Source: an optimization exercise on an open RTL-to-GDS flow (aim: small area). Production flows keep margins and buffers that such runs may drop. The RTL was checked by simulation tests, not by an equivalence proof against the original design. No activity file was given, so power comes from the tool's default toggle rates. The flow treats the clock pin as an ideal source, which a real chip does not have.

## run A
==> flow/design.v (excerpt) <==
module arm_state_snapshot
#(
   parameter  int DATA_WIDTH    = 32,
   parameter  int NUM_REGS      = 16,
   parameter  int DATA_CAPACITY = 16,
   localparam int TOTAL         = arm_debug_pkg::snap_total(NUM_REGS, DATA_CAPACITY),
   localparam int IDX_W         = arm_debug_pkg::snap_idx_w(TOTAL)
) (
   input  logic                              clk,
   input  logic                              reset,
   input  logic [DATA_WIDTH*NUM_REGS-1:0]      i_Register_Bus,
   input  logic [DATA_WIDTH*DATA_CAPACITY-1:0] i_Data_Bus,
   input  logic [DATA_WIDTH-1:0]              i_PC,
   input  logic                              i_Trigger,
   input  logic                              i_Match_Enable,
   input  logic [DATA_WIDTH-1:0]              i_Match_PC,
   input  logic                              i_Ready,
   output logic                              o_Valid,
   output logic [DATA_WIDTH-1:0]              o_Word,
   output logic [IDX_W-1:0]                   o_Index,
   output logic [1:0]                         o_Section,
   output logic                              o_Last,
   output logic                              o_Busy,
   output logic                              o_Overrun,
   output logic [15:0]                        o_Snapshot_Count
);
   logic                  valid_r;
   logic [IDX_W-1:0]      idx_r;
   logic                  trig_s;
   logic                  xfer_s;
   logic                  last_s;
   logic                  last_xfer_s;
   logic                  capture_s;
   arm_snapshot_trigger #(
      .DATA_WIDTH (DATA_WIDTH)
   ) u_trigger (
      .clk            (clk),
      .reset          (reset),
      .i_Trigger      (i_Trigger),
      .i_Match_Enable (i_Match_Enable),
      .i_PC           (i_PC),
      .i_Match_PC     (i_Match_PC),
      .o_Event        (trig_s)
   );
   always_comb begin
      last_s      = (idx_r == IDX_W'(TOTAL - 1));
      xfer_s      = valid_r & i_Ready;
      last_xfer_s = xfer_s & last_s;
      capture_s   = trig_s & (~valid_r | last_xfer_s);
   end
   logic [TOTAL-1:0]              sel_s;
   logic [DATA_WIDTH*TOTAL-1:0]   src_s;
   logic [DATA_WIDTH*TOTAL-1:0]   store_s;
   always_comb begin
      for (int i = 0; i < TOTAL; i++) begin
         sel_s[i] = (idx_r == IDX_W'(i));
      end
      src_s = {i_Data_Bus, i_Register_Bus, i_PC};
   end
  ...
Size: about 3200 cells after synthesis, roughly 1100 flip-flops, about 1200 I/O pins, roughly 39000 um^2 of cells after synthesis.
export LEC_CHECK = 0
export CAP_MARGIN = 20
export CORE_MARGIN = 2
export CORE_UTILIZATION = 60
export SLEW_MARGIN = 20
export SYNTH_HIERARCHICAL = 1
create_clock -name core_clock -period 6.0 [get_ports {clk}]
standard.sh (not shown) runs the stock make flow with config.mk's settings and CLKGATE_MAP_FILE= SYNTH_SCRIPT=/design/flow/synth_recipe.tcl, a recipe that flattens the netlist after the stock synthesis.
==> flow/flow/run.sh <==
#!/bin/bash
# Standard layout flow (standard.sh) with three changes:
#  - port buffers use the smallest buffer cell;
#  - clock tree sinks are clustered in larger groups and no dummy loads are added;
#  - IO pins may sit one routing track apart, so the die can be smaller.
export BUFFER_PORTS_ARGS="-buffer_cell sky130_fd_sc_hd__buf_1"
export CTS_ARGS="-sink_clustering_enable -repair_clock_nets -dont_use_dummy_load -sink_clustering_size 30 -sink_clustering_max_diameter 80"
export PLACE_PINS_ARGS="-min_distance 1 -min_distance_in_tracks"
bash standard.sh > standard.log 2>&1
Run A ended with every stage complete and zero timing, DRC or antenna violations.
For run B, these inputs were changed with respect to run A:
diff --git a/flow/flow/run.sh b/flow/flow/run.sh
--- a/flow/flow/run.sh
+++ b/flow/flow/run.sh
@@ -6,3 +6,3 @@
 export BUFFER_PORTS_ARGS="-buffer_cell sky130_fd_sc_hd__buf_1"
-export CTS_ARGS="-sink_clustering_enable -repair_clock_nets -dont_use_dummy_load -sink_clustering_size 30 -sink_clustering_max_diameter 80"
+export CTS_ARGS="-sink_clustering_enable -repair_clock_nets -dont_use_dummy_load -sink_clustering_size 24 -sink_clustering_max_diameter 80"
 export PLACE_PINS_ARGS="-min_distance 1 -min_distance_in_tracks"
diff --git a/flow/config.mk b/flow/config.mk
--- a/flow/config.mk
+++ b/flow/config.mk
@@ -9,3 +9,3 @@
 export CORE_MARGIN = 2
-export CORE_UTILIZATION = 60
+export CORE_UTILIZATION = 50
 export SLEW_MARGIN = 20
==> run notes <==
| power | run B vs run A | 2.0% higher |
Compared with run A, run B shows a first-pass GRT wire length that is 1.3% higher.
Run B against run A: clock network fraction of design power higher; met3 track demand over resource in global routing lower; sequential share of layout area dropped 0.52 points.
Between run B and run A, shortest clock period the worst path allows after layout is lower for run A, run B comes in above that.
Against run A, run B comes in about 30% lower on pin count of the biggest net entering global routing.
Run B ends up with a worst setup slack for register-to-register paths that is 0.38 ns higher than in run A.
[inputs] run C vs run B
diff --git a/flow/config.mk b/flow/config.mk
--- a/flow/config.mk
+++ b/flow/config.mk
@@ -9,3 +9,3 @@
 export CORE_MARGIN = 2
-export CORE_UTILIZATION = 50
+export CORE_UTILIZATION = 60
 export SLEW_MARGIN = 20
[summary]
Run C has completed all stages; timing, DRC and antenna checks passed. Run C against run B: internal power did not really move; number of antenna violations at the first check in global routing went down; final critical-path setup slack went up; worst-case setup slack after placement went down.
What run D does differently from run C at the input level:
diff --git a/flow/flow/run.sh b/flow/flow/run.sh
--- a/flow/flow/run.sh
+++ b/flow/flow/run.sh
@@ -6,3 +6,3 @@
 export BUFFER_PORTS_ARGS="-buffer_cell sky130_fd_sc_hd__buf_1"
-export CTS_ARGS="-sink_clustering_enable -repair_clock_nets -dont_use_dummy_load -sink_clustering_size 24 -sink_clustering_max_diameter 80"
+export CTS_ARGS="-sink_clustering_enable -repair_clock_nets -dont_use_dummy_load -sink_clustering_size 30 -sink_clustering_max_diameter 80"
 export PLACE_PINS_ARGS="-min_distance 1 -min_distance_in_tracks"
diff --git a/flow/config.mk b/flow/config.mk
--- a/flow/config.mk
+++ b/flow/config.mk
@@ -9,3 +9,3 @@
 export CORE_MARGIN = 2
-export CORE_UTILIZATION = 60
+export CORE_UTILIZATION = 65
 export SLEW_MARGIN = 20
==> run notes <==
The final layout from run C, which completed every stage, passed the timing, design-rule and antenna checks at the end of the flow. Run D went all the way through the flow, and no timing, DRC or antenna check failed. Run comparison: run C timing startpoint of the critical path idx_r[2]; run D timing startpoint of the critical path idx_r[5]. The routed wire length number comes out higher for run D vs run C. Run D vs. run C: leakage power of the design went down by about 0.4%. The overall power after layout number comes out lower for run D vs run C. Of run D and run C, run C shows the lower share of power burned in combinational logic, with run D above it. Per the comparison of run D with run C, non-clock buffer count higher, sequential cell count barely changed, first-iteration DRC count grew by about 5.5%, worst setup slack decreased 0.12 ns, mapped cell area stayed essentially flat. The proportion of cell area spent on the clock network number comes out higher for run C vs run D. First-pass GRT wire length: run D > run C.
Edits applied to the flow inputs when going from run D to run E:
diff --git a/flow/config.mk b/flow/config.mk
--- a/flow/config.mk
+++ b/flow/config.mk
@@ -9,3 +9,4 @@
 export CORE_MARGIN = 2
-export CORE_UTILIZATION = 65
+export CORE_UTILIZATION = 60
+export PLACE_DENSITY = 0.75
 export SLEW_MARGIN = 20
Findings:
Per the comparison of run E with run D, multi-input combinational cell area saw little to no change, least setup slack across all paths after layout saw an increase, sequential share of layout area saw little to no change, share of synthesized registers carrying an async set or reset saw little to no change.
Run E reports its slowest stage cell on the critical path as and3_1 while run D reports a222oi_1.
Routed wire length in run E is 6400 um below run D.

port drivers added, routing unchanged:
The flow's constraints put no driver on any port. The routed layouts listed below were extracted and timed again, unchanged, in two steps. Step 1: set_driving_cell puts a clkbuf_16 on clk and a buf_2 on each other input, an assumption about the parent block. Step 2 times the ports against the registers' clock, not the clock port: input delays grow and output delays shrink by t, the midpoint of the rising clock arrivals with the driver on. a / b / c = no drivers / after step 1 / after step 2; a / b = the first two.
| run | t (ns) | slack for setup (ns) | hold WS [ns] | worst setup path after step 2 | latest minus earliest clock arrival (ns) |
|---|---|---|---|---|---|
| run A | 0.684 | 0.423 / 0.356 / 1.040 | 0.490 / 0.490 / 0.490 | register to output | 0.050 / 0.049 |
| run B | 0.705 | 0.345 / 0.274 / 0.979 | 0.477 / 0.477 / 0.477 | register to output | 0.044 / 0.043 |
| run C | 0.688 | 0.366 / 0.300 / 0.988 | 0.491 / 0.491 / 0.491 | register to output | 0.048 / 0.048 |
| run D | 0.681 | 0.245 / 0.180 / 0.861 | 0.495 / 0.495 / 0.495 | register to output | 0.066 / 0.067 |
| run E | 0.688 | 0.287 / 0.220 / 0.908 | 0.494 / 0.494 / 0.494 | register to output | 0.048 / 0.048 |
After both steps setup and hold are still met in every run listed.
